This design comes from an exercise in tuning for a short achievable clock period and few clock cycles on the open sky130 flow, not from production work.
In this exercise RTL edits were held to simulation tests only and were not proved equivalent to the original.
Power and IR drop assume default switching activity.

==> design.v <==
`default_nettype none
package sm83_pkg;
    typedef logic [7:0]  byte_t;
    typedef logic [15:0] addr_t;
    localparam addr_t HRAM_BASE  = 16'hff80;
    localparam int    HRAM_DEPTH = 128;
endpackage
`default_nettype wire
`default_nettype none
module sm83_core (
    input  logic            clk,
    input  logic            rst,
    input  logic            ce,
    output sm83_pkg::addr_t addr,
    input  sm83_pkg::byte_t d_in_ext,
    output sm83_pkg::byte_t d_out,
    output logic            write
);
    typedef struct packed {
        logic [7:0] src;         
        logic [7:0] dst;         
        logic       ldrn;
        logic       incdec;
        logic       ldrr;
        logic       alu;         
        logic       imm;         
        logic       jp;
        logic       jpcc;
        logic       ld;
        logic       st;
        logic       len2;
        logic       len3;
        logic       reads_a;
        logic       sub;         
        logic       use_c;       
        logic       lg_and;
        logic       lg_xor;
        logic       lg_or;
        logic       wr_a;        
    } dec_t;
    function automatic dec_t decode(input logic [7:0] o);
        dec_t d;
        logic [2:0] aop;
        d.src     = 8'b1 << o[2:0];
        d.dst     = 8'b1 << o[5:3];
        d.ldrn    = (o[7:6] == 2'b00) && (o[2:0] == 3'b110);
        d.incdec  = (o[7:6] == 2'b00) && (o[2:1] == 2'b10);
        d.ldrr    = (o[7:6] == 2'b01);
        d.alu     = (o[7:6] == 2'b10) || ((o[7:6] == 2'b11) && (o[2:0] == 3'b110));
        d.imm     = (o[7:6] == 2'b11) && (o[2:0] == 3'b110);
        d.jp      = (o == 8'hc3);
        d.jpcc    = (o[7:5] == 3'b110) && (o[2:0] == 3'b010);
        d.ld      = (o == 8'hfa);
        d.st      = (o == 8'hea);
        d.len2    = d.ldrn || d.imm;
        d.len3    = d.jp || d.jpcc || d.ld || d.st;
        d.reads_a = d.alu || (d.incdec && o[5:3] == 3'd7) || (d.ldrr && o[2:0] == 3'd7);
        aop       = d.incdec ? (o[0] ? 3'd2 : 3'd0) : o[5:3];
        d.sub     = (aop == 3'd2) || (aop == 3'd3) || (aop == 3'd7);
        d.use_c   = (aop == 3'd1) || (aop == 3'd3);
        d.lg_and  = d.alu && (aop == 3'd4);
        d.lg_xor  = d.alu && (aop == 3'd5);
        d.lg_or   = d.alu && (aop == 3'd6);
        d.wr_a    = d.alu && (aop != 3'd7);
        decode = d;
    endfunction
    logic [7:0]  rA, rB, rC, rD, rE, rH, rL;
    logic        fz, fc;
    logic [5:0][15:0] pcs;               
    logic [2:0]  ir_hv;                  
    logic        ir_hz;                  
    logic [7:0]  ir_op, ir_b1, ir_b2;
    dec_t        ir_d;
    logic [15:0] addr_q;                 
    logic        bus_data_q;             
    logic        write_q;                
    logic [15:0] nf;                     
    logic        ld_q;                   
    logic        ld_hram_q;              
    logic [6:0]  ld_idx_q;
    logic [7:0]  hram  [0:127];
    logic [7:0]  cdata [0:63];           
    logic [63:0] cvalid;
    logic [9:0]  ctag  [0:7];            
    logic        in_hram;
    logic        fetching;
    logic [7:0]  rd_bus;
    logic [7:0]  bus_byte;               
    assign in_hram  = &addr_q[15:7];
    assign fetching = !bus_data_q;
    assign rd_bus   = in_hram ? hram[addr_q[6:0]] : d_in_ext;
    assign bus_byte = write_q ? rA : rd_bus;
    assign addr  = addr_q;
    assign d_out = rA;
    assign write = write_q & rst;
    logic ir_v;                           
    assign ir_v = ir_hv[0] && (!(ir_d.len2 || ir_d.len3) || ir_hv[1])
                  && (!ir_d.len3 || ir_hv[2]) && !ir_hz;
    logic [7:0] src, dst;
    always_comb begin
        src = ({8{ir_d.src[0]}} & rB) | ({8{ir_d.src[1]}} & rC) | ({8{ir_d.src[2]}} & rD)
            | ({8{ir_d.src[3]}} & rE) | ({8{ir_d.src[4]}} & rH) | ({8{ir_d.src[5]}} & rL)
            | ({8{ir_d.src[7]}} & rA);
        dst = ({8{ir_d.dst[0]}} & rB) | ({8{ir_d.dst[1]}} & rC) | ({8{ir_d.dst[2]}} & rD)
            | ({8{ir_d.dst[3]}} & rE) | ({8{ir_d.dst[4]}} & rH) | ({8{ir_d.dst[5]}} & rL)
            | ({8{ir_d.dst[7]}} & rA);
    end
    logic [7:0] ax, ay, ayy, res, lres;
    logic       ci;
    logic [7:0] sum;
    logic       co;
    logic       zsum, nz, nc;
    logic       lg;
    assign ax  = ir_d.incdec ? dst : rA;
    assign ay  = ir_d.incdec ? 8'd1 : (ir_d.imm ? ir_b1 : src);
    assign ayy = ir_d.sub ? ~ay : ay;
    assign ci  = ir_d.use_c ? fc : ir_d.sub;
    assign lg  = ir_d.lg_and || ir_d.lg_xor || ir_d.lg_or;
    logic [7:0] g0, p0, g1, p1, g2, p2, g3, o0;
    logic [8:0] cy;
    always_comb begin
        g0 = ax & ayy;
        p0 = ax ^ ayy;
        o0 = ax | ayy;
        g0[0] = g0[0] | (p0[0] & ci);
        for (int i = 0; i < 8; i++) begin
            g1[i] = (i >= 1) ? (g0[i] | (p0[i] & g0[i-1])) : g0[i];
            p1[i] = (i >= 1) ? (p0[i] & p0[i-1]) : p0[i];
        end
        for (int i = 0; i < 8; i++) begin
            g2[i] = (i >= 2) ? (g1[i] | (p1[i] & g1[i-2])) : g1[i];
            p2[i] = (i >= 2) ? (p1[i] & p1[i-2]) : p1[i];
        end
        for (int i = 0; i < 8; i++) begin
            g3[i] = (i >= 4) ? (g2[i] | (p2[i] & g2[i-4])) : g2[i];
        end
        cy[0] = ci;
        for (int i = 1; i < 9; i++) cy[i] = g3[i-1];
        for (int i = 0; i < 8; i++) sum[i] = p0[i] ^ cy[i];
        co = cy[8];
        zsum = (p0[0] == ci);
        for (int i = 1; i < 8; i++) zsum = zsum && (p0[i] == o0[i-1]);
    end
    assign lres = ({8{ir_d.lg_and}} & (ax & ay)) | ({8{ir_d.lg_xor}} & (ax ^ ay))
                | ({8{ir_d.lg_or}} & (ax | ay));
    assign res  = lg ? lres : sum;
    assign nz   = lg ? (lres == 8'h00) : zsum;
    assign nc   = lg ? 1'b0 : co;
    logic        blocked, issue, taken;
    logic [15:0] tgt;
    logic        tgt_hram;
    assign blocked  = ld_q && ir_d.reads_a;   
    assign issue    = ir_v && !blocked;
    assign tgt      = {ir_b2, ir_b1};
    assign tgt_hram = &ir_b2 && ir_b1[7];
    always_comb begin
        case (ir_op[4:3])
            2'd0:    taken = !fz;
            2'd1:    taken = fz;
            2'd2:    taken = !fc;
            default: taken = fc;
        endcase
        taken = ir_d.jp || (ir_d.jpcc && taken);
    end
    logic data_ext;                       
    assign data_ext = issue && (ir_d.st || (ir_d.ld && !tgt_hram));
    logic [15:0] ta1, ta2;
    logic [15:0] sa [0:5];
    logic [15:0] ta [0:2];
    logic [7:0]  sb [0:5];
    logic [7:0]  tb [0:2];
    logic [5:0]  sv;
    logic [2:0]  tv;
    assign ta1 = tgt + 16'd1;
    assign ta2 = tgt + 16'd2;
    always_comb begin
        for (int j = 0; j < 6; j++) begin
            sa[j] = pcs[j];
            if (addr_q == sa[j]) begin
                sb[j] = bus_byte;
                sv[j] = 1'b1;
            end else begin
                sb[j] = cdata[sa[j][5:0]];
                sv[j] = cvalid[sa[j][5:0]] && (ctag[sa[j][5:3]] == sa[j][15:6]);
            end
        end
        for (int j = 0; j < 3; j++) begin
            ta[j] = (j == 0) ? tgt : ((j == 1) ? ta1 : ta2);
            if (addr_q == ta[j]) begin
                tb[j] = bus_byte;
                tv[j] = 1'b1;
            end else begin
                tb[j] = cdata[ta[j][5:0]];
                tv[j] = cvalid[ta[j][5:0]] && (ctag[ta[j][5:3]] == ta[j][15:6]);
            end
        end
    end
    logic        lookup;
    logic [7:0]  n_op, n_b1, n_b2;
    logic [2:0]  n_hv;
    assign lookup = !ir_v || issue;
    always_comb begin
        if (!ir_v) begin
            {n_op, n_b1, n_b2} = {sb[0], sb[1], sb[2]};
            n_hv = {sv[2], sv[1], sv[0]};
        end else if (taken) begin
            {n_op, n_b1, n_b2} = {tb[0], tb[1], tb[2]};
            n_hv = {tv[2], tv[1], tv[0]};
        end else if (ir_d.len3) begin
            {n_op, n_b1, n_b2} = {sb[3], sb[4], sb[5]};
            n_hv = {sv[5], sv[4], sv[3]};
        end else if (ir_d.len2) begin
            {n_op, n_b1, n_b2} = {sb[2], sb[3], sb[4]};
            n_hv = {sv[4], sv[3], sv[2]};
        end else begin
            {n_op, n_b1, n_b2} = {sb[1], sb[2], sb[3]};
            n_hv = {sv[3], sv[2], sv[1]};
        end
    end
    logic n_hazard;
    assign n_hazard = issue && ir_d.st && (tgt == sa[3] || tgt == sa[4] || tgt == sa[5]);
    logic [5:0][15:0] pcs_n;
    logic [15:0] pc6, pc7, pc8, ta3, ta4, ta5;
    assign pc6 = pcs[5] + 16'd1;
    assign pc7 = pcs[5] + 16'd2;
    assign pc8 = pcs[5] + 16'd3;
    assign ta3 = tgt + 16'd3;
    assign ta4 = tgt + 16'd4;
    assign ta5 = tgt + 16'd5;
    always_comb begin
        if (!ir_v)          pcs_n = pcs;
        else if (taken)     pcs_n = {ta5, ta4, ta3, ta2, ta1, tgt};
        else if (ir_d.len3) pcs_n = {pc8, pc7, pc6, pcs[5], pcs[4], pcs[3]};
        else if (ir_d.len2) pcs_n = {pc7, pc6, pcs[5], pcs[4], pcs[3], pcs[2]};
        else                pcs_n = {pc6, pcs[5], pcs[4], pcs[3], pcs[2], pcs[1]};
    end
    logic [15:0] miss_a, seq_a, nf_n, addr_n;
    logic        miss_now, redirect;
    always_comb begin
        if (!ir_hv[0]) begin
            miss_a   = sa[0];
            miss_now = (addr_q == sa[0]);
        end else if (!ir_hv[1]) begin
            miss_a   = sa[1];
            miss_now = (addr_q == sa[1]);
        end else begin
            miss_a   = sa[2];
            miss_now = (addr_q == sa[2]);
        end
        redirect = !ir_v && !ir_hz && !miss_now;
        seq_a    = fetching ? addr_q + 16'd1 : nf;
        nf_n     = redirect ? miss_a : seq_a;
        addr_n   = data_ext ? tgt : nf_n;
    end
    logic tag_hit_q;                      
    assign tag_hit_q = (ctag[addr_q[5:3]] == addr_q[15:6]);
    always_ff @(posedge clk) begin
        if (!rst) begin
            cvalid <= '0;
        end else if (ce) begin
            if (fetching) begin
                cdata[addr_q[5:0]] <= rd_bus;
                if (tag_hit_q) begin
                    cvalid[addr_q[5:0]] <= 1'b1;
                end else begin
                    ctag[addr_q[5:3]] <= addr_q[15:6];
                    for (int k = 0; k < 8; k++) begin
                        cvalid[{addr_q[5:3], 3'(k)}] <= (3'(k) == addr_q[2:0]);
                    end
                end
            end else if (write_q && tag_hit_q) begin
                cdata[addr_q[5:0]]  <= rA;
                cvalid[addr_q[5:0]] <= 1'b1;
            end
        end
    end
    always_ff @(posedge clk) begin
        if (rst && ce && write_q && in_hram) begin
            hram[addr_q[6:0]] <= rA;
        end
    end
    logic [7:0] ld_data;
    assign ld_data = ld_hram_q ? hram[ld_idx_q] : d_in_ext;
    logic       wr_r;            
    logic [7:0] wr_val;
    logic       wr_a_alu;        
    logic       wr_flags;
    assign wr_r     = issue && (ir_d.ldrn || ir_d.incdec || ir_d.ldrr);
    assign wr_a_alu = issue && ir_d.wr_a;
    assign wr_flags = issue && (ir_d.alu || ir_d.incdec);
    always_comb begin
        if (ir_d.ldrn)      wr_val = ir_b1;
        else if (ir_d.ldrr) wr_val = src;
        else                wr_val = res;
    end
    always_ff @(posedge clk) begin
        if (!rst) begin
            rA <= 8'h00; rB <= 8'h00; rC <= 8'h00; rD <= 8'h00;
            rE <= 8'h00; rH <= 8'h00; rL <= 8'h00;
            fz <= 1'b0;  fc <= 1'b0;
        end else if (ce) begin
            if (wr_r && ir_d.dst[0]) rB <= wr_val;
            if (wr_r && ir_d.dst[1]) rC <= wr_val;
            if (wr_r && ir_d.dst[2]) rD <= wr_val;
            if (wr_r && ir_d.dst[3]) rE <= wr_val;
            if (wr_r && ir_d.dst[4]) rH <= wr_val;
            if (wr_r && ir_d.dst[5]) rL <= wr_val;
            if (wr_r && ir_d.dst[7]) rA <= wr_val;
            else if (wr_a_alu)       rA <= res;
            else if (ld_q)           rA <= ld_data;
            if (wr_flags) begin
                fz <= nz;
                fc <= nc;
            end
        end
    end
    always_ff @(posedge clk) begin
        if (!rst) begin
            for (int j = 0; j < 6; j++) pcs[j] <= 16'(j);
            ir_hv      <= 3'b000;
            ir_hz      <= 1'b0;
            ir_op      <= 8'h00;
            ir_d       <= decode(8'h00);
            ir_b1      <= 8'h00;
            ir_b2      <= 8'h00;
            addr_q     <= 16'h0000;
            bus_data_q <= 1'b0;
            write_q    <= 1'b0;
            nf         <= 16'h0001;
            ld_q       <= 1'b0;
            ld_hram_q  <= 1'b0;
            ld_idx_q   <= 7'd0;
        end else if (ce) begin
            if (lookup) begin
                pcs   <= pcs_n;
                ir_hv <= n_hv;
                ir_hz <= n_hazard;
                ir_op <= n_op;
                ir_d  <= decode(n_op);
                ir_b1 <= n_b1;
                ir_b2 <= n_b2;
            end
            nf         <= nf_n;
            addr_q     <= addr_n;
            bus_data_q <= data_ext;
            write_q    <= issue && ir_d.st;
            ld_q       <= issue && ir_d.ld;
            ld_hram_q  <= tgt_hram;
            ld_idx_q   <= ir_b1[6:0];
        end
    end
endmodule
`default_nettype wire
==> run.sh <==
#!/bin/bash
# synth_recipe.tcl (not shown) runs the flow's synth.tcl, then flattens the netlist and writes it again
# the make line also repeats each setting of config.mk as NAME=value (left out here)
make -C /OpenROAD-flow-scripts/flow DESIGN_CONFIG=/design/flow/config.mk WORK_HOME=/design/flow/orfs CLKGATE_MAP_FILE= SYNTH_SCRIPT=/design/flow/synth_recipe.tcl finish
==> config.mk <==
export PLATFORM = sky130hd
export DESIGN_NAME = sm83_core
export DESIGN_NICKNAME = sm83_core
export VERILOG_FILES = /design/flow/design.v
export SDC_FILE = /design/flow/constraint.sdc
export NUM_CORES = 4
export LEC_CHECK = 0
export ABC_CLOCK_PERIOD_IN_PS = 4000
export CAP_MARGIN = 20
export CORE_MARGIN = 2
export CORE_UTILIZATION = 30
export PLACE_DENSITY = 0.5
export SETUP_SLACK_MARGIN = 5
export SLEW_MARGIN = 20
==> constraint.sdc <==
create_clock -name core_clock -period 10.0 [get_ports {clk}]
set_input_delay 2.0000 -clock core_clock [delete_from_list [all_inputs] [get_ports {clk}]]
set_output_delay 2.0000 -clock core_clock [all_outputs]
set_load 0.01 [all_outputs]
==> impl_summary.txt, run 1 <==
----------------------------------------------------
[Outcome]
  Outcome ... no timing/DRC/antenna violations

[Global routing]
  Global-route wire length before repair ... 926000 µm
  Grt total ovfl ... 0
  Vias in the first global route ... 104000
  Number of antenna violations at the first check in global routing ... 31
  Overall fraction of global-route tracks in use ... 28.2%
  Largest net degree at the start of global routing ... 126

[Drt]
  Initial drt markers ... 20000
  Post-Route WL ... 690000 µm
  Via total after detailed routing ... 109000
  Via-per-instance ratio ... 6.86
  First-pass iteration count of the detailed router ... 9
  Post-route ant nets ... 0
  Drt drc ... 0
  Routed length per placed instance ... 43.3 µm

[STA]
  Tightest Pin Transition ... 1.28 ns
  Minimum period implied by the final worst setup slack ... 5.05 ns
  Unrepaired setup endpoints after global routing ... no
  Final Cycle Share ... 50.5%
  Worst Clk Skew ... 0.0884 ns
  Worst max-slew margin expressed relative to the limit ... 14.1%
  Final-report setup violation count ... 0
  Final count of pins violating max slew ... 0
  Final hold vios ... 0
  Highest clock frequency the design can meet ... 0.198 GHz
  Total Neg Setup Slack ... 0 ns

[Floorplan]
  Number of rows created at floorplan ... 251
  Height of the die ... 689 µm
  Starting density of the core ... 30.1%
  I/O Pins ... 36
  Horizontal die dimension ... 689 µm
  Area of the core ... 467000 µm²
  Die outline area ... 474000 µm²

[Power and ir drop]
  Total power draw ... 35.5 mW
  Leak Pwr ... 45.6 nW
  Total power density per cell area ... 224 nW/µm²
  Peak supply drop ... 0.000214 V

[Logic synthesis]
  Cell with the most instances after synthesis ... sky130_fd_sc_hd__mux4_2
  Most area-hungry cell type in the Yosys netlist ... sky130_fd_sc_hd__mux4_2
  Fraction of synthesized cell area taken by the top area cell type ... 35.5%
  Flip-flop cell with the highest count after synthesis ... sky130_fd_sc_hd__edfxtp_1
  Yosys Warn Count ... 5
  Post-synthesis sequential area ratio ... 39.8%
  Post-synthesis register bit count ... 1987
  Mean post-synth cell area ... 14.3 µm²
  Proportion of synthesized flip-flops having asynchronous set or reset ... 0%
  Number of enable-type register cells in the synthesized netlist ... 1616
  Cell area after technology mapping ... 141000 µm²
  Synth top area cells ... sky130_fd_sc_hd__mux4_2 35%, sky130_fd_sc_hd__edfxtp_1 35%, sky130_fd_sc_hd__dfxtp_1 5.3%
  Commonest cells in the netlist ... 2214 x sky130_fd_sc_hd__mux4_2, 1616 x sky130_fd_sc_hd__edfxtp_1, 684 x sky130_fd_sc_hd__nor2_1
  Distinct cells, synth ... 101
  Syn Nets ... 9891
  Post-Syn Instances ... 9821

[Worst setup path]
  Critical Path End Type ... register
  Maximum fanout encountered on the critical timing path ... 5
  Worst Path Arrival ... 5.96 ns
  CP required ... 10.91 ns
  Start-to-end type of the worst setup path ... primary input to register
  Startpoint types ... primary input

[Placement]
  Final Wtd Congestion ... 0.979
  # port buffers ... 35
  Count of placed standard cells including taps ... 15400
  Final HPWL from detailed placement ... 450000 µm

[Finish]
  Fraction of final layout cells sized beyond drive strength 1 ... 35.2%
  Post-route non-filler standard cell count ... 15900
  Post-synthesis to final-layout area growth ... 12.4%
  Net count of the finished layout ... 9592

[Clocking]
  Clock tree sinks ... 1987
  CTS HTree Levels ... 4
  Bufs on Longest Clock Path ... 4
  Clock latency at the later pin of the worst-skew pair ... 1.01 ns
  Clock-pin slew on the worst setup and hold paths ... 0.06 ns
  Hold bufs inserted after CTS ... 0
  Number of CTS-inserted buffers ... 227
  Root buffer cell ... sky130_fd_sc_hd__clkbuf_16
  TritonCTS clock tree ... built

[Hold path]
  Worst hold path class ... register to register

[Job]
  Max_cap viols ... 0

----------------------------------------------------
[report_power, final]
group          internal (mW)  switching (mW)  leakage (nW)
Clock                   5.38            3.84          3.86
Combinational           6.36            9.96          25.9
Sequential              9.14           0.799          15.8
Total                   20.9            14.6          45.6
[layout make-up]
type	instances	area (µm²)
inverters	82	323
well taps	6198	7750
repair buffers	560	5410
multi-input cells	6664	80400
flip-flops and latches	1987	56200
diodes	34	85.1
fillers	44500	309000
clock inverters	151	1870
clock buffers	270	6070
[final timing paths]
kind / from / to / slack [ns] / cells after the start
worst max-delay path: d_in_ext[1] / ir_d[9] / 4.95 / 12
worst min-delay path: rB[0] / rB[0] / 0.48 / 2
worst max register to register: register / ir_d[28] / 4.97 / 13
worst min register to register: rB[0] / rB[0] / 0.48 / 2
[state kept, by name, indices dropped and copies added, names as in the netlist, 16 cells and up, named ones only]
signal	cells
addr_q	16
cdata	512
ctag	80
cvalid	64
hram	1024
ir_d	32
nf	16
pcs	96
[cell families after synthesis]
group	after synthesis	synth area share, %
multiplexers	2866	40.3
flip-flops	1987	39.8
AND/OR/NAND/NOR	1838	5.98
AO/OA/AOI/OAI	1493	7.13
buffers and inverters	1171	3.72
XOR/XNOR	407	2.54
adder cells (fa/ha/maj)	59	0.536
[metal layers]
| layer | vias up | global-route usage, % | routed length [µm] |
|---|---|---|---|
| li1 | 40500 | - | - |
| met1 | 57500 | 35.7 | 247000 |
| met2 | 9469 | 40.3 | 291000 |
| met3 | 1970 | 11.1 | 100000 |
| met4 | 16 | 16.9 | 50700 |
| met5 | - | 0.357 | 572 |
[critical path, cell delays in order]
cell	delay, ns
sky130_fd_sc_hd__clkdlybuf4s50_1	0.94
sky130_fd_sc_hd__a31oi_1	0.11
sky130_fd_sc_hd__o21ai_0	0.82
sky130_fd_sc_hd__nand2_1	0.14
sky130_fd_sc_hd__o31ai_1	0.15
sky130_fd_sc_hd__o21ai_1	0.20
sky130_fd_sc_hd__o221ai_1	0.32
sky130_fd_sc_hd__a31o_2	0.40
sky130_fd_sc_hd__nand4_1	0.14
sky130_fd_sc_hd__buf_4	0.18
sky130_fd_sc_hd__o41ai_1	0.36
sky130_fd_sc_hd__and2_1	0.19
[stage by stage]
stage	area [µm²]	setup slack, ns	hold slack [ns]	util (%)
finish	158000	4.95	0.482	33.8
detailed placement	148000	3.87	0.473	31.7
floorplan	141000	4.27	0.434	-
global route	158000	5.00	0.501	33.8
CTS	157000	5.00	0.481	33.7
global placement	148000	3.76	0.456	31.7
[layout by cell type (no fill, tap or decap), types with 205 or more instances in the layout]
cell and n:
sky130_fd_sc_hd__clkbuf_16 237, sky130_fd_sc_hd__o21ai_0 242, sky130_fd_sc_hd__buf_4 427, sky130_fd_sc_hd__mux4_2 2214, sky130_fd_sc_hd__dfxtp_1 301, sky130_fd_sc_hd__nand2_1 433
sky130_fd_sc_hd__mux2i_1 588, sky130_fd_sc_hd__edfxtp_1 1616, sky130_fd_sc_hd__xor2_1 210, sky130_fd_sc_hd__a21oi_1 345, sky130_fd_sc_hd__a22oi_1 205, sky130_fd_sc_hd__nor2_1 645
[repair_timing]
action                     4_1_cts  5_1_grt
setup endpoints to repair      555      111
cloned                           5        4
setup buffers                   34       38
pin swaps                        6       11
resized for setup              121       65
Testbench counts, summed over its fixed seeds: cycles 60,824.
==> run 2: changes to the inputs <==
--- a/design.v
+++ b/design.v
@@ -195,25 +195,40 @@
             end
         end
     end
+    logic tgt_cached, jredirect;
+    assign tgt_cached = cvalid[tgt[5:0]] && (ctag[tgt[5:3]] == tgt[15:6]);
+    assign jredirect  = issue && taken && !tgt_cached && !(addr_q == tgt);
     logic        lookup;
     logic [7:0]  n_op, n_b1, n_b2;
     logic [2:0]  n_hv;
+    dec_t        n_d;
+    dec_t        sd0, sd1, sd2, sd3, td;
     assign lookup = !ir_v || issue;
+    assign sd0 = decode(sb[0]);
+    assign sd1 = decode(sb[1]);
+    assign sd2 = decode(sb[2]);
+    assign sd3 = decode(sb[3]);
+    assign td  = decode(tb[0]);
     always_comb begin
         if (!ir_v) begin
             {n_op, n_b1, n_b2} = {sb[0], sb[1], sb[2]};
+            n_d = sd0;
             n_hv = {sv[2], sv[1], sv[0]};
         end else if (taken) begin
             {n_op, n_b1, n_b2} = {tb[0], tb[1], tb[2]};
+            n_d = td;
             n_hv = {tv[2], tv[1], tv[0]};
         end else if (ir_d.len3) begin
             {n_op, n_b1, n_b2} = {sb[3], sb[4], sb[5]};
+            n_d = sd3;
             n_hv = {sv[5], sv[4], sv[3]};
         end else if (ir_d.len2) begin
             {n_op, n_b1, n_b2} = {sb[2], sb[3], sb[4]};
+            n_d = sd2;
             n_hv = {sv[4], sv[3], sv[2]};
         end else begin
             {n_op, n_b1, n_b2} = {sb[1], sb[2], sb[3]};
+            n_d = sd1;
             n_hv = {sv[3], sv[2], sv[1]};
         end
     end
@@ -249,8 +264,8 @@
         end
         redirect = !ir_v && !ir_hz && !miss_now;
         seq_a    = fetching ? addr_q + 16'd1 : nf;
-        nf_n     = redirect ? miss_a : seq_a;
-        addr_n   = data_ext ? tgt : nf_n;
+        nf_n     = jredirect ? tgt + 16'd1 : (redirect ? miss_a : seq_a);
+        addr_n   = (data_ext || jredirect) ? tgt : nf_n;
     end
     logic tag_hit_q;                      
     assign tag_hit_q = (ctag[addr_q[5:3]] == addr_q[15:6]);
@@ -336,7 +351,7 @@
                 ir_hv <= n_hv;
                 ir_hz <= n_hazard;
                 ir_op <= n_op;
-                ir_d  <= decode(n_op);
+                ir_d  <= n_d;
                 ir_b1 <= n_b1;
                 ir_b2 <= n_b2;
             end
==> flow/run.sh (new file) <==
#!/bin/bash
set -euo pipefail
MARGIN=${OWN_SETUP_MARGIN:-6}
sed -e "s/SETUP_SLACK_MARGIN=[0-9.]*/SETUP_SLACK_MARGIN=${MARGIN}/" standard.sh > own_standard.sh
grep -q "SETUP_SLACK_MARGIN=${MARGIN}" own_standard.sh
bash own_standard.sh > own_flow.log 2>&1
test -s out/final.def
==> standard.sh (new file) <==
#!/bin/bash
# synth_recipe.tcl (not shown) runs the flow's synth.tcl, then flattens the netlist and writes it again
# the make line also repeats each setting of config.mk as NAME=value (left out here)
make -C /OpenROAD-flow-scripts/flow DESIGN_CONFIG=/design/flow/config.mk WORK_HOME=/design/flow/orfs CLKGATE_MAP_FILE= SYNTH_SCRIPT=/design/flow/synth_recipe.tcl "${@:-finish}"
removed: run.sh
==> run 2 against run 1 <==
Clock-buffer cell count is 18 lower. Critical path depth is 8 lower. Clock power is 1% lower. Largest power group is now sequential cells. First-iteration DRC count is 2.0% higher. Flip-flop and latch count stayed put. Wire length is 5.1% higher. Cell count is 5.5% higher.
==> impl_summary.txt, run 2 <==
----------------------------------------------------
[Outcome]
  Outcome ... no timing/DRC/antenna violations

[Power and ir drop]
  Peak supply drop ... 0.000150 V
  Internal power consumption ... 17.5 mW
  Share of total power consumed by net switching ... 33.9%
  Net Switching ... 8.95 mW
  Relative contribution of the clock network to total power ... 34.5%
  Total power draw ... 26.4 mW
  Total power density per cell area ... 154 nW/µm²
  Combinational cell fraction of total power ... 30.3%
  Leak Pwr ... 56.1 nW
  Sequential power share ... 35.3%

[Finish]
  Most common library cell in the layout ignoring fill and taps ... sky130_fd_sc_hd__mux4_2
  Fraction of final layout cells sized beyond drive strength 1 ... 41.8%
  Most frequent cells in the layout ... 2192 x sky130_fd_sc_hd__mux4_2, 1616 x sky130_fd_sc_hd__edfxtp_1, 624 x sky130_fd_sc_hd__nand2_1, 613 x sky130_fd_sc_hd__buf_4, 504 x sky130_fd_sc_hd__mux2i_1
  Max reg flops ... 1024
  Net count of the finished layout ... 10400
  Post-synthesis to final-layout area growth ... 20.4%
  Total non-filler cell area in the finished layout ... 171000 µm²
  Number of fillers in the final layout ... 44500

[STA]
  Highest clock frequency the design can meet ... 0.227 GHz
  Final Cycle Share ... 44.0%
  Final hold vios ... 0
  Worst hold slack after final layout ... 0.485 ns
  Total Neg Setup Slack ... 0 ns
  Final-report setup violation count ... 0
  Worst max-slew margin expressed relative to the limit ... 12.6%
  Final count of pins violating max slew ... 0
  Worst Clk Skew ... 0.122 ns
  Tightest Pin Transition ... 1.30 ns
  Minimum period implied by the final worst setup slack ... 4.40 ns
  Unrepaired setup endpoints after global routing ... yes

[Logic synthesis]
  Adder and majority cell fraction of the synthesized area ... 0.529%
  Most area-hungry cell type in the Yosys netlist ... sky130_fd_sc_hd__mux4_2
  Cell area after technology mapping ... 142000 µm²
  Proportion of synthesized flip-flops having asynchronous set or reset ... 0%
  Post-Syn Instances ... 10100
  Largest family of logic cells by synthesized area ... multiplexers
  Flip-flop cell with the highest count after synthesis ... sky130_fd_sc_hd__edfxtp_1
  Number of enable-type register cells in the synthesized netlist ... 1616
  Fraction of synthesized cell area taken by the top area cell type ... 34.5%
  Syn Nets ... 10200
  Synth top area cells ... sky130_fd_sc_hd__mux4_2 35%, sky130_fd_sc_hd__edfxtp_1 34%, sky130_fd_sc_hd__dfxtp_1 5.2%
  Commonest cells in the netlist ... 2184 x sky130_fd_sc_hd__mux4_2, 1616 x sky130_fd_sc_hd__edfxtp_1, 641 x sky130_fd_sc_hd__nand2_1
  Post-Synth Simple-Gate Area ... 6.87%
  Yosys Warn Count ... 5
  Compound-gate portion of the synthesized area ... 7.66%
  Xor/xnor cell area share of the yosys netlist ... 2.52%
  Multiplexer area fraction after synthesis ... 39.4%
  Cell with the most instances after synthesis ... sky130_fd_sc_hd__mux4_2
  Post-synthesis register bit count ... 1987
  Post-synthesis sequential area ratio ... 39.3%
  Distinct cells, synth ... 104
  Mean post-synth cell area ... 14.0 µm²

[Clocking]
  TritonCTS clock tree ... built
  Hold bufs inserted after CTS ... 0
  Clock tree sinks ... 1987
  CTS HTree Levels ... 4
  Number of CTS-inserted buffers ... 223
  Root buffer cell ... sky130_fd_sc_hd__clkbuf_16
  Clock-pin slew on the worst setup and hold paths ... 0.06 ns
  Bufs on Longest Clock Path ... 4
  Clock latency at the later pin of the worst-skew pair ... 1.02 ns

[Worst setup path]
  Start-to-end type of the worst setup path ... primary input to output pin
  Critical Path End Type ... output pin
  Critical path cell sequence ... buf_16 -> inv_16 -> nor2_4 -> buf_6
  Worst Path Arrival ... 2.40 ns
  Count of cells along the worst register-to-register path ... 18
  Worst-path cell with the longest stage delay ... sky130_fd_sc_hd__buf_6
  Maximum fanout encountered on the critical timing path ... 2
  Startpoint types ... primary input
  CP Buf/Inv Count ... 3
  CP required ... 8.00 ns
  Largest stage delay on the critical path ... 0.14 ns
  Total stage count of the critical path ... 4
  CP top delay family ... buffers and inverters

[Hold path]
  Worst hold path class ... register to register
  Hold Path Depth ... 2

[Global routing]
  Global-route wire length before repair ... 967000 µm
  Number of antenna violations at the first check in global routing ... 62
  Overall fraction of global-route tracks in use ... 28.9%
  Vias in the first global route ... 108000
  Grt total ovfl ... 0
  Largest net degree at the start of global routing ... 130

[Drt]
  Post-route ant nets ... 0
  First-pass iteration count of the detailed router ... 10
  Via total after detailed routing ... 116000
  Post-Route WL ... 725000 µm
  Via-per-instance ratio ... 6.91
  Drt drc ... 0
  Initial drt markers ... 20400
  Routed length per placed instance ... 43.1 µm

[Floorplan]
  Horizontal die dimension ... 693 µm
  Height of the die ... 693 µm
  I/O Pins ... 36
  Number of rows created at floorplan ... 253
  Starting density of the core ... 30.0%
  Die outline area ... 480000 µm²
  Area of the core ... 474000 µm²

[Placement]
  Final Wtd Congestion ... 0.979
  Final HPWL from detailed placement ... 450000 µm
  Area post-placement ... 150000 µm²
  # port buffers ... 35

[Job]
  Max_cap viols ... 0

----------------------------------------------------
[run 2: final cells by class]
| cell class | instances | area, µm² | area share, % |
|---|---|---|---|
| Antenna cell | 34 | 85.1 | 0.0496 |
| Multi-Input combinational cell | 6987 | 85400 | 49.8 |
| Clock inverter | 165 | 2030 | 1.18 |
| Sequential cell | 1987 | 56300 | 32.8 |
| Clock buffer | 252 | 5830 | 3.40 |
| Tap cell | 6247 | 7820 | 4.56 |
| Inverter | 78 | 334 | 0.195 |
| Timing Repair inverter | 2 | 17.5 | 0.0102 |
| Timing Repair Buffer | 1070 | 13800 | 8.02 |
[run 2: final timing paths]
path	from	to	slack (ns)
setup / recovery	rst	write	5.60
hold / removal	ir_op[4]	ir_op[4]	0.49
setup reg to reg	register	ir_d[6]	5.61
hold reg to reg	ir_op[4]	ir_op[4]	0.49
[run 2: kinds of logic (layout without fill, tap and decap cells)]
kind of cell	count (synthesis)	in the layout
buffers and inverters	1171	1567
muxes	2839	2839
xor gates and xnor gates	409	409
adders and majority gates	59	59
and+or+nand+nor	2079	2083
AOI/OAI and AO/OA	1597	1597
other	0	34
DFF	1987	1987
[run 2: per-layer routing]
| layer | up-vias | track usage (%) | share of wire, % |
|---|---|---|---|
| li1 | 42700 | - | - |
| met1 | 60300 | 36.6 | 35 |
| met2 | 10900 | 41.3 | 42 |
| met3 | 2339 | 11.8 | 15 |
| met4 | 52 | 16.7 | 7.6 |
| met5 | - | 0 | 0.085 |
[run 2: metrics by stage]
stage	worst slack, ns	std cells	utilization [%]
floorplan	5.52	10100	-
global placement	3.33	15700	31.6
detailed placement	3.54	15700	31.6
CTS	5.60	16600	35.3
global route	5.56	16800	36.2
finish	5.60	16800	36.2
[run 2: worst min-delay path, stage by stage, from the launching register on]
cell and delay, ns:
sky130_fd_sc_hd__dfxtp_1 0.32, sky130_fd_sc_hd__nand2_1 0.06, sky130_fd_sc_hd__a21boi_1 0.05
[run 2: power groups by stage]
stage               clock (mW)  combinational (mW)  sequential (mW)
global route              9.43                8.08             9.32
global placement             0                6.04             9.59
detailed placement           0                6.07             9.60
floorplan                    0                4.12             9.25
CTS                       9.15                7.19             9.31
finish                    9.11                8.00             9.33
[run 2: what timing repair did]
item / CTS / global route
setup buffers: 328 / 204
gates cloned: 77 / 23
pin swaps: 118 / 159
resized for setup: 884 / 412
setup endpoints to repair: 2340 / 729
hold endpoints to repair: 0 / 0
Testbench counts of run 2, summed over its fixed seeds: cycles 60,007.

[static timing again, ports no longer ideal]
How much do the figures lean on ideal ports? The routed layouts below were timed once more, with nothing changed but the port constraints. Step 1 assumes that a clkbuf_16 drives the clock port and a buf_2 every other input. Step 2 also shifts input and output timing later by t, the mid clock arrival at the registers, as if the neighbouring blocks saw the same clock. Three values: ideal ports, drivers, drivers and shift; two values: the first two.
| run | t, ns | setup WS [ns] | worst setup path after step 2 | worst slew at a driven data input, ns |
|---|---|---|---|---|
| run 1 | 1.077 | 4.951 / 4.968 / 3.954 | input to register | 0.09 |
| run 2 | 1.075 | 5.599 / 5.389 / 4.866 | input to register | 0.22 |
After both steps setup and hold are still met in every run listed. The setup slack of run 1, which loses most, moves by +0.017 ns with the drivers and by -0.997 ns with both steps.
